This is an optimization exercise on Yosys and OpenROAD, whose aim is small area and a short achievable clock period, not a production implementation. At most, simulation tests tie the RTL to the original design; equivalence was not proved.

## P
==> flow/design.v <==
package mdu_pkg;
    typedef enum logic [2:0] {
        OP_MULT  = 3'd0,
        OP_MULTU = 3'd1,
        OP_DIV   = 3'd2,
        OP_DIVU  = 3'd3,
        OP_MTHI  = 3'd4,
        OP_MTLO  = 3'd5,
        OP_NONE  = 3'd7
    } mdu_op_e;
    localparam int DEF_MULT_CYCLES = 5;
    localparam int DEF_DIV_CYCLES  = 10;
endpackage
module mdu_arith
#(
    parameter int LO   = 0,
    parameter int HI   = 35,
    parameter int MOFF = 0,
    parameter int DOFF = 3,
    parameter int TOP  = 35,    
    parameter int F    = 6,     
    parameter int BLK  = 7      
) (
    input  logic [HI:LO] x,
    input  logic [32:0]  m,
    input  logic         one,
    input  logic         two,
    input  logic         dv,
    input  logic         neg,
    output logic [HI:LO] s
);
    localparam int W  = HI - LO + 1;
    localparam int T  = HI - LO;                   
    localparam int NB = (T - F + BLK) / BLK;       
    logic [W-1:0] xv, yv, sv, gv, tv;
    logic [W:0]   c;
    logic [NB:0]  cb;                              
    function automatic logic mbit(input logic [32:0] v, input int i);
        if (i < 0)       mbit = 1'b0;
        else if (i > 32) mbit = v[32];
        else             mbit = v[i];
    endfunction
    assign xv = x;
    assign s  = sv;
    for (genvar f = LO; f <= HI; f++) begin : g_op
        assign yv[f-LO] = neg ^ ((one & mbit(m, f - MOFF)) | (two & mbit(m, f - MOFF - 1)) |
                                 (dv & mbit(m, f - DOFF)));
    end
    assign gv = xv & yv;
    assign tv = xv | yv;
    for (genvar b = 0; b < NB - 1; b++) begin : g_blk
        localparam int B0 = F + b * BLK;
        localparam int B1 = B0 + BLK - 1;
        logic gb, pb;
        always_comb begin
            gb = 1'b0;
            pb = 1'b1;
            for (int i = B0; i <= B1; i++) begin
                gb = gv[i] | (tv[i] & gb);
                pb = pb & tv[i];
            end
        end
        assign cb[b+1] = gb | (pb & cb[b]);
    end
    assign c[0] = neg;
    for (genvar i = 0; i < W; i++) begin : g_fa
        assign sv[i] = xv[i] ^ (yv[i] ^ c[i]);
        if (i + 1 >= F && i + 1 < F + NB * BLK && i + 1 <= T && ((i + 1 - F) % BLK) == 0) begin : g_cb
            if (i + 1 == F) begin : g_first
                assign cb[0] = (xv[i] & yv[i]) | (xv[i] & c[i]) | (yv[i] & c[i]);
            end
            assign c[i+1] = cb[(i + 1 - F) / BLK];
        end else begin : g_c
            assign c[i+1] = (xv[i] & yv[i]) | (xv[i] & c[i]) | (yv[i] & c[i]);
        end
    end
endmodule
module mdu_ctrl
(
    input  logic        clk,
    input  logic        reset,
    input  logic        start,
    input  logic [2:0]  op,
    input  logic        we,
    input  logic [31:0] in1,
    input  logic [31:0] in2,
    output logic        busy,
    output logic [31:0] hi,
    output logic [31:0] lo
);
    logic        busy_q;      
    logic        idle_q;      
    logic [3:0]  cnt_q;
    logic [31:0] hi_q, lo_q;
    logic        mul_q;       
    logic        sgn_q;       
    logic        sa_q;        
    logic        bp_q;        
    logic [31:0] a_q;         
    logic [36:0] x_q;         
    logic [31:0] d_q;         
    logic [32:0] m;
    logic        sb;
    logic        first, last;
    logic [35:0] x1, s1;      
    logic [36:2] x2, s2;      
    logic [38:1] x3, s3;      
    logic [40:0] x4, s4;      
    logic        one1, one2, one3, one4;
    logic        two1, two2, two3, two4;
    logic        dv1, dv2, dv3, dv4;
    logic        neg1, neg2, neg3, neg4;
    logic        g1, g2, g3, g4;    
    logic        accept;
    logic        commit;
    logic        div0;
    logic        nq, nr;
    logic [31:0] a_neg;
    logic [31:0] r_fix;
    logic [31:0] r_res;
    assign m     = {sgn_q & d_q[31], d_q};
    assign sb    = sgn_q & d_q[31];
    assign first = (cnt_q == 4'd0);
    assign last  = mul_q ? (cnt_q == 4'd4) : (cnt_q == 4'd9);
    function automatic logic [2:0] booth(input logic b2, input logic b1, input logic b0);
        booth = {b1 ^ b0, (b2 & ~b1 & ~b0) | (~b2 & b1 & b0), b2 & ~(b1 & b0)};
    endfunction
    assign x1 = {x_q[35:4], mul_q ? x_q[3:0] : a_q[31:28]};
    assign x2 = {s1[35], s1[35:2]};
    assign x3 = {{2{s2[36]}}, s2[36:2], s1[1]};
    assign x4 = {{2{s3[38]}}, s3[38:1], s1[0]};
    assign g1 = ~s1[35];
    assign g2 = ~s2[34];
    assign g3 = ~s3[33];
    assign g4 = ~s4[32];
    always_comb begin
        {one1, two1, dv1, neg1} = 4'b0000;
        {one2, two2, dv2, neg2} = 4'b0000;
        {one3, two3, dv3, neg3} = 4'b0000;
        {one4, two4, dv4, neg4} = 4'b0000;
        if (mul_q) begin
            if (last) begin
                one1 = ~sgn_q & bp_q;
            end else begin
                {one1, two1, neg1} = booth(a_q[1], a_q[0], bp_q);
                {one2, two2, neg2} = booth(a_q[3], a_q[2], a_q[1]);
                {one3, two3, neg3} = booth(a_q[5], a_q[4], a_q[3]);
                {one4, two4, neg4} = booth(a_q[7], a_q[6], a_q[5]);
            end
        end else begin
            if (last) begin
                one3 = x_q[36];
                neg3 = sb;
            end else begin
                dv1 = 1'b1; neg1 = ~x_q[36] ^ sb;
                dv2 = 1'b1; neg2 = g1 ^ sb;
                dv3 = 1'b1; neg3 = g2 ^ sb;
                dv4 = 1'b1; neg4 = g3 ^ sb;
            end
        end
    end
    mdu_arith #(.LO(0), .HI(35), .MOFF(0), .DOFF(3), .TOP(35)) u_s1 (.x(x1), .m(m), .one(one1), .two(two1), .dv(dv1), .neg(neg1), .s(s1));
    mdu_arith #(.LO(2), .HI(36), .MOFF(2), .DOFF(2), .TOP(34)) u_s2 (.x(x2), .m(m), .one(one2), .two(two2), .dv(dv2), .neg(neg2), .s(s2));
    mdu_arith #(.LO(1), .HI(38), .MOFF(4), .DOFF(1), .TOP(33)) u_s3 (.x(x3), .m(m), .one(one3), .two(two3), .dv(dv3), .neg(neg3), .s(s3));
    mdu_arith #(.LO(0), .HI(40), .MOFF(6), .DOFF(0), .TOP(32)) u_s4 (.x(x4), .m(m), .one(one4), .two(two4), .dv(dv4), .neg(neg4), .s(s4));
    function automatic logic [31:0] cneg(input logic [31:0] v, input logic n);
        logic t;
        t = 1'b0;
        for (int i = 0; i < 32; i++) begin
            cneg[i] = v[i] ^ t;
            t = t | (n & v[i]);
        end
    endfunction
    assign nq    = first ? (sgn_q & a_q[31]) : (!mul_q && (sa_q ^ sb));
    assign a_neg = cneg(a_q, nq);
    assign nr    = !mul_q && sa_q;
    assign r_fix = cneg(s3[35:4], nr);
    assign r_res = mul_q ? {s3[31:1], s1[0]} : r_fix;
    assign accept = idle_q && start && (op[2] == 1'b0);
    assign div0   = !mul_q && (d_q == 32'd0);
    assign commit = !idle_q && last && !div0;
    always_ff @(posedge clk or posedge reset) begin
        if (reset) begin
            busy_q <= 1'b0;
            idle_q <= 1'b1;
            cnt_q  <= 4'd0;
            hi_q   <= 32'd0;
            lo_q   <= 32'd0;
        end else begin
            if (!idle_q) begin
                busy_q <= !last;
                idle_q <= last;
                cnt_q  <= cnt_q + 4'd1;
            end else begin
                busy_q <= accept;
                idle_q <= !accept;
                cnt_q  <= 4'd0;
            end
            if (commit) begin
                hi_q <= r_res;
                lo_q <= a_neg;
            end else if (idle_q && !start && we) begin
                if (op == mdu_pkg::OP_MTHI) hi_q <= in1;
                if (op == mdu_pkg::OP_MTLO) lo_q <= in1;
            end
        end
    end
    always_ff @(posedge clk) begin
        if (idle_q) begin
            mul_q <= !op[1];
            sgn_q <= !op[0];
            bp_q  <= 1'b0;
            a_q   <= in1;
            x_q   <= 37'd0;
            d_q   <= in2;
        end else if (mul_q) begin
            bp_q <= a_q[7];
            a_q  <= {s4[7:0], a_q[31:8]};
            x_q  <= {{4{s4[40]}}, s4[40:8]};
        end else if (first) begin
            sa_q <= sgn_q & a_q[31];
            a_q  <= a_neg;
        end else begin
            a_q  <= {a_q[27:0], g1, g2, g3, g4};
            x_q  <= {s4[32:0], 4'd0};
        end
    end
    assign busy = busy_q;
    assign hi   = hi_q;
    assign lo   = lo_q;
endmodule
clock: 150.0 ns
lec_check: 0
abc_area: 1
cap_margin: 20
core_margin: 2
core_utilization: 40
slew_margin: 70
standard.sh (not shown) runs the stock make flow with config.mk's settings and CLKGATE_MAP_FILE= SYNTH_SCRIPT=/design/flow/synth_recipe.tcl, a recipe that flattens the netlist after the stock synthesis.
==> flow/flow/run.sh <==
#!/bin/bash
# Standard layout with two changes: the port buffers use the smallest plain
# buffer, and ABC's area script maps with &nf and leaves buffering to the
# placer. The ORFS scripts folder is mirrored with links, and only
# abc_area.script is replaced.
set -e
mkdir -p scripts
for f in "$FLOW_HOME"/scripts/*; do ln -sf "$f" scripts/; done
rm -f scripts/abc_area.script
cp flow/abc_area.script scripts/abc_area.script
export BUFFER_PORTS_ARGS="-buffer_cell sky130_fd_sc_hd__buf_1"
bash standard.sh SCRIPTS_DIR="$PWD/scripts" finish > standard.log 2>&1
==> flow/flow/abc_area.script <==
strash
&get -n
&dch
&nf -R 20
&put
topo
stime -c
upsize -c
dnsize -c
Input-level comparison between Q and P:
--- a/flow/design.v
+++ b/flow/design.v
@@ -61,10 +61,13 @@
             end
         end
         assign cb[b+1] = gb | (pb & cb[b]);
     end
     assign c[0] = neg;
+    if (F == 0) begin : g_f0
+        assign cb[0] = neg;
+    end
     for (genvar i = 0; i < W; i++) begin : g_fa
         assign sv[i] = xv[i] ^ (yv[i] ^ c[i]);
         if (i + 1 >= F && i + 1 < F + NB * BLK && i + 1 <= T && ((i + 1 - F) % BLK) == 0) begin : g_cb
             if (i + 1 == F) begin : g_first
                 assign cb[0] = (xv[i] & yv[i]) | (xv[i] & c[i]) | (yv[i] & c[i]);
@@ -97,10 +100,15 @@
     logic        sa_q;        
     logic        bp_q;        
     logic [31:0] a_q;         
     logic [36:0] x_q;         
     logic [31:0] d_q;         
+    localparam int BLK = 11;
+    localparam int F1  = 2;
+    localparam int F2  = 10;
+    localparam int F3  = 10;
+    localparam int F4  = 10;
     logic [32:0] m;
     logic        sb;
     logic        first, last;
     logic [35:0] x1, s1;      
     logic [36:2] x2, s2;      
@@ -157,14 +165,14 @@
                 dv3 = 1'b1; neg3 = g2 ^ sb;
                 dv4 = 1'b1; neg4 = g3 ^ sb;
             end
         end
     end
-    mdu_arith #(.LO(0), .HI(35), .MOFF(0), .DOFF(3), .TOP(35)) u_s1 (.x(x1), .m(m), .one(one1), .two(two1), .dv(dv1), .neg(neg1), .s(s1));
-    mdu_arith #(.LO(2), .HI(36), .MOFF(2), .DOFF(2), .TOP(34)) u_s2 (.x(x2), .m(m), .one(one2), .two(two2), .dv(dv2), .neg(neg2), .s(s2));
-    mdu_arith #(.LO(1), .HI(38), .MOFF(4), .DOFF(1), .TOP(33)) u_s3 (.x(x3), .m(m), .one(one3), .two(two3), .dv(dv3), .neg(neg3), .s(s3));
-    mdu_arith #(.LO(0), .HI(40), .MOFF(6), .DOFF(0), .TOP(32)) u_s4 (.x(x4), .m(m), .one(one4), .two(two4), .dv(dv4), .neg(neg4), .s(s4));
+    mdu_arith #(.LO(0), .HI(35), .MOFF(0), .DOFF(3), .TOP(35), .F(F1), .BLK(BLK)) u_s1 (.x(x1), .m(m), .one(one1), .two(two1), .dv(dv1), .neg(neg1), .s(s1));
+    mdu_arith #(.LO(2), .HI(36), .MOFF(2), .DOFF(2), .TOP(34), .F(F2), .BLK(BLK)) u_s2 (.x(x2), .m(m), .one(one2), .two(two2), .dv(dv2), .neg(neg2), .s(s2));
+    mdu_arith #(.LO(1), .HI(38), .MOFF(4), .DOFF(1), .TOP(33), .F(F3), .BLK(BLK)) u_s3 (.x(x3), .m(m), .one(one3), .two(two3), .dv(dv3), .neg(neg3), .s(s3));
+    mdu_arith #(.LO(0), .HI(40), .MOFF(6), .DOFF(0), .TOP(32), .F(F4), .BLK(BLK)) u_s4 (.x(x4), .m(m), .one(one4), .two(two4), .dv(dv4), .neg(neg4), .s(s4));
     function automatic logic [31:0] cneg(input logic [31:0] v, input logic n);
         logic t;
         t = 1'b0;
         for (int i = 0; i < 32; i++) begin
             cneg[i] = v[i] ^ t;
Results
Count of clock-net buffers in the final layout was lower in P than in Q.
sky130_fd_sc_hd__dfrtp_1 as the slowest stage cell on the critical path was reported by P, and sky130_fd_sc_hd__or4b_1 by Q.
Final worst slack down 630 ps in Q wrt P
Post-place setup slack on Q is behind P.
Fraction of layout instances using a drive strength above 1 across Q and P: no real change.
Q vs P — total of fill cells in the finished design dropped slightly
Post-synthesis instance area in Q is about 0.7% below P.
P ended up with more cell instances than Q did.
Compared with P, Q shows a lower final wirelength.
Q vs P, multi-input gate count went down by about 2.6%.
Area enclosed by the die boundary improves in Q relative to P.
Q: no failed stages, no open violations at the end
For Q, only the layout was checked, not whether the RTL still works.


Starts from the design.v that is shown in full above.
export LEC_CHECK = 0
export ABC_AREA = 1
export CAP_MARGIN = 20
export CORE_MARGIN = 2
export CORE_UTILIZATION = 40
export SLEW_MARGIN = 70
create_clock -name core_clock -period 150.0 [get_ports {clk}]
==> flow/flow/run.sh <==
#!/bin/bash
# Standard layout, but the port buffers use the smallest plain buffer.
set -e
export BUFFER_PORTS_ARGS="-buffer_cell sky130_fd_sc_hd__buf_1"
bash standard.sh > standard.log 2>&1
Edit:
--- a/flow/design.v
+++ b/flow/design.v
@@ -174,8 +174,8 @@
     assign nq    = first ? (sgn_q & a_q[31]) : (!mul_q && (sa_q ^ sb));
     assign a_neg = cneg(a_q, nq);
     assign nr    = !mul_q && sa_q;
-    assign r_fix = cneg(s3[35:4], nr);
-    assign r_res = mul_q ? {s3[31:1], s1[0]} : r_fix;
+    assign r_fix = cneg(s4[35:4], nr);
+    assign r_res = mul_q ? s4[31:0] : r_fix;
     assign accept = idle_q && start && (op[2] == 1'b0);
     assign div0   = !mul_q && (d_q == 32'd0);
     assign commit = !idle_q && last && !div0;
- wire length went down by 2.9%
- maximum frequency climbs by 1.4%
- via count barely changes
- sequential share of layout area rose by 0.22 points
- count of clock-buffer cells in the layout is lower by 1
- design area is lower by 0.98%
- synthesized area is lower by 0.89%
- worst setup slack gets better by 0.44 ns
For the second run of this note, only the layout was checked, not whether the RTL still works.


Another version of the RTL of mdu_ctrl (not shown whole).
For scale: about 1,700 cells after synthesis, about 16,000 µm² of cells after synthesis.
Settings: LEC_CHECK=0, ABC_AREA=1, CAP_MARGIN=20, CORE_MARGIN=2, CORE_UTILIZATION=40, SLEW_MARGIN=70; clock period 150.0 ns.
==> flow/flow/run.sh <==
#!/bin/bash
# Standard layout with two changes: the port buffers use the smallest plain
# buffer, and ABC's area script maps with &nf and leaves buffering to the
# placer. The ORFS scripts folder is mirrored with links, and only
# abc_area.script is replaced.
set -e
mkdir -p scripts
for f in "$FLOW_HOME"/scripts/*; do ln -sf "$f" scripts/; done
rm -f scripts/abc_area.script
cp flow/abc_area.script scripts/abc_area.script
export BUFFER_PORTS_ARGS="-buffer_cell sky130_fd_sc_hd__buf_1"
bash standard.sh SCRIPTS_DIR="$PWD/scripts" finish > standard.log 2>&1
Scripts as last shown in full above: flow/flow/abc_area.script
Rerun with:
--- a/flow/design.v
+++ b/flow/design.v
@@ -58,19 +58,16 @@
             for (int i = B0; i <= B1; i++) begin
                 gb = gv[i] | (tv[i] & gb);
                 pb = pb & tv[i];
             end
         end
         assign cb[b+1] = gb | (pb & cb[b]);
     end
     assign c[0] = neg;
-    if (F == 0) begin : g_f0
-        assign cb[0] = neg;
-    end
     for (genvar i = 0; i < W; i++) begin : g_fa
         assign sv[i] = xv[i] ^ (yv[i] ^ c[i]);
         if (i + 1 >= F && i + 1 < F + NB * BLK && i + 1 <= T && ((i + 1 - F) % BLK) == 0) begin : g_cb
             if (i + 1 == F) begin : g_first
                 assign cb[0] = (xv[i] & yv[i]) | (xv[i] & c[i]) | (yv[i] & c[i]);
             end
             assign c[i+1] = cb[(i + 1 - F) / BLK];
         end else begin : g_c
@@ -97,21 +94,16 @@
     logic [31:0] hi_q, lo_q;
     logic        mul_q;       
     logic        sgn_q;       
     logic        sa_q;        
     logic        bp_q;        
     logic [31:0] a_q;         
     logic [36:0] x_q;         
     logic [31:0] d_q;         
-    localparam int BLK = 7;
-    localparam int F1  = 7;
-    localparam int F2  = 4;
-    localparam int F3  = 4;
-    localparam int F4  = 4;
     logic [32:0] m;
     logic        sb;
     logic        first, last;
     logic [35:0] x1, s1;      
     logic [36:2] x2, s2;      
     logic [38:1] x3, s3;      
     logic [40:0] x4, s4;      
     logic        one1, one2, one3, one4;
@@ -162,33 +154,33 @@
             end else begin
                 dv1 = 1'b1; neg1 = ~x_q[36] ^ sb;
                 dv2 = 1'b1; neg2 = g1 ^ sb;
                 dv3 = 1'b1; neg3 = g2 ^ sb;
                 dv4 = 1'b1; neg4 = g3 ^ sb;
             end
         end
     end
-    mdu_arith #(.LO(0), .HI(35), .MOFF(0), .DOFF(3), .TOP(35), .F(F1), .BLK(BLK)) u_s1 (.x(x1), .m(m), .one(one1), .two(two1), .dv(dv1), .neg(neg1), .s(s1));
-    mdu_arith #(.LO(2), .HI(36), .MOFF(2), .DOFF(2), .TOP(34), .F(F2), .BLK(BLK)) u_s2 (.x(x2), .m(m), .one(one2), .two(two2), .dv(dv2), .neg(neg2), .s(s2));
-    mdu_arith #(.LO(1), .HI(38), .MOFF(4), .DOFF(1), .TOP(33), .F(F3), .BLK(BLK)) u_s3 (.x(x3), .m(m), .one(one3), .two(two3), .dv(dv3), .neg(neg3), .s(s3));
-    mdu_arith #(.LO(0), .HI(40), .MOFF(6), .DOFF(0), .TOP(32), .F(F4), .BLK(BLK)) u_s4 (.x(x4), .m(m), .one(one4), .two(two4), .dv(dv4), .neg(neg4), .s(s4));
+    mdu_arith #(.LO(0), .HI(35), .MOFF(0), .DOFF(3), .TOP(35)) u_s1 (.x(x1), .m(m), .one(one1), .two(two1), .dv(dv1), .neg(neg1), .s(s1));
+    mdu_arith #(.LO(2), .HI(36), .MOFF(2), .DOFF(2), .TOP(34)) u_s2 (.x(x2), .m(m), .one(one2), .two(two2), .dv(dv2), .neg(neg2), .s(s2));
+    mdu_arith #(.LO(1), .HI(38), .MOFF(4), .DOFF(1), .TOP(33)) u_s3 (.x(x3), .m(m), .one(one3), .two(two3), .dv(dv3), .neg(neg3), .s(s3));
+    mdu_arith #(.LO(0), .HI(40), .MOFF(6), .DOFF(0), .TOP(32)) u_s4 (.x(x4), .m(m), .one(one4), .two(two4), .dv(dv4), .neg(neg4), .s(s4));
     function automatic logic [31:0] cneg(input logic [31:0] v, input logic n);
         logic t;
         t = 1'b0;
         for (int i = 0; i < 32; i++) begin
             cneg[i] = v[i] ^ t;
             t = t | (n & v[i]);
         end
     endfunction
     assign nq    = first ? (sgn_q & a_q[31]) : (!mul_q && (sa_q ^ sb));
     assign a_neg = cneg(a_q, nq);
     assign nr    = !mul_q && sa_q;
-    assign r_fix = cneg(s3[35:4], nr);
-    assign r_res = mul_q ? {s3[31:1], s1[0]} : r_fix;
+    assign r_fix = cneg(s4[35:4], nr);
+    assign r_res = mul_q ? s4[31:0] : r_fix;
     assign accept = idle_q && start && (op[2] == 1'b0);
     assign div0   = !mul_q && (d_q == 32'd0);
     assign commit = !idle_q && last && !div0;
     always_ff @(posedge clk or posedge reset) begin
         if (reset) begin
             busy_q <= 1'b0;
             idle_q <= 1'b1;
             cnt_q  <= 4'd0;
=> Setup slack got worse by 0.37 ns; count of clock-buffer cells in the layout came out higher by 2; fmax came out lower by 1.2%; routed wire length stays flat; worst hold slack improved by 0.0078 ns; area after synthesis came out lower by 0.76%; global-route usage came out higher by 0.14 points; non-clock buffer count came out lower by 1.
No run of this note included a check of the RTL's function; only the layout flow was run.

[port drivers added, routing unchanged]
Ports are ideal in the flow. The routed layouts listed here were re-timed in OpenROAD.
Step 1 assumes that a clkbuf_16 drives the clock port and a buf_2 every other input.
Step 2 moves the port delays by t, midway between the first and last clock arrival at a register: inputs arrive t later, outputs are due t later. That takes back most of the time a late clock gives input paths.
a / b / c = ideal / step 1 / step 2; a / b = the first two.
| run | shift t [ns] | slack for setup (ns) | hold WS [ns] | worst setup path at the end | slew at the worst register clock pin (ns) |
|---|---|---|---|---|---|
| P | 0.528 | 118.957 / 118.900 / 118.543 | 0.459 / 0.459 / 0.459 | input to register | 0.09 / 0.09 |
| Q | 0.523 | 118.329 / 118.364 / 117.841 | 0.458 / 0.458 / 0.458 | input to register | 0.08 / 0.08 |
| the first run of note 2 | 0.548 | 118.292 / 118.326 / 117.778 | 0.485 / 0.485 / 0.485 | input to register | 0.08 / 0.08 |
| the second run of note 2 | 0.555 | 118.729 / 118.763 / 118.208 | 0.479 / 0.479 / 0.479 | input to register | 0.09 / 0.09 |
| the first run of note 3 | 0.518 | 118.369 / 118.404 / 117.886 | 0.468 / 0.468 / 0.468 | input to register | 0.08 / 0.08 |
| the second run of note 3 | 0.509 | 118.001 / 118.001 / 118.001 | 0.476 / 0.476 / 0.476 | register to register | 0.09 / 0.09 |
After both steps setup and hold are still met in every run listed. For the second run of note 2, which loses most, drivers alone change the setup slack by +0.034 ns; drivers and shift together by -0.521 ns.
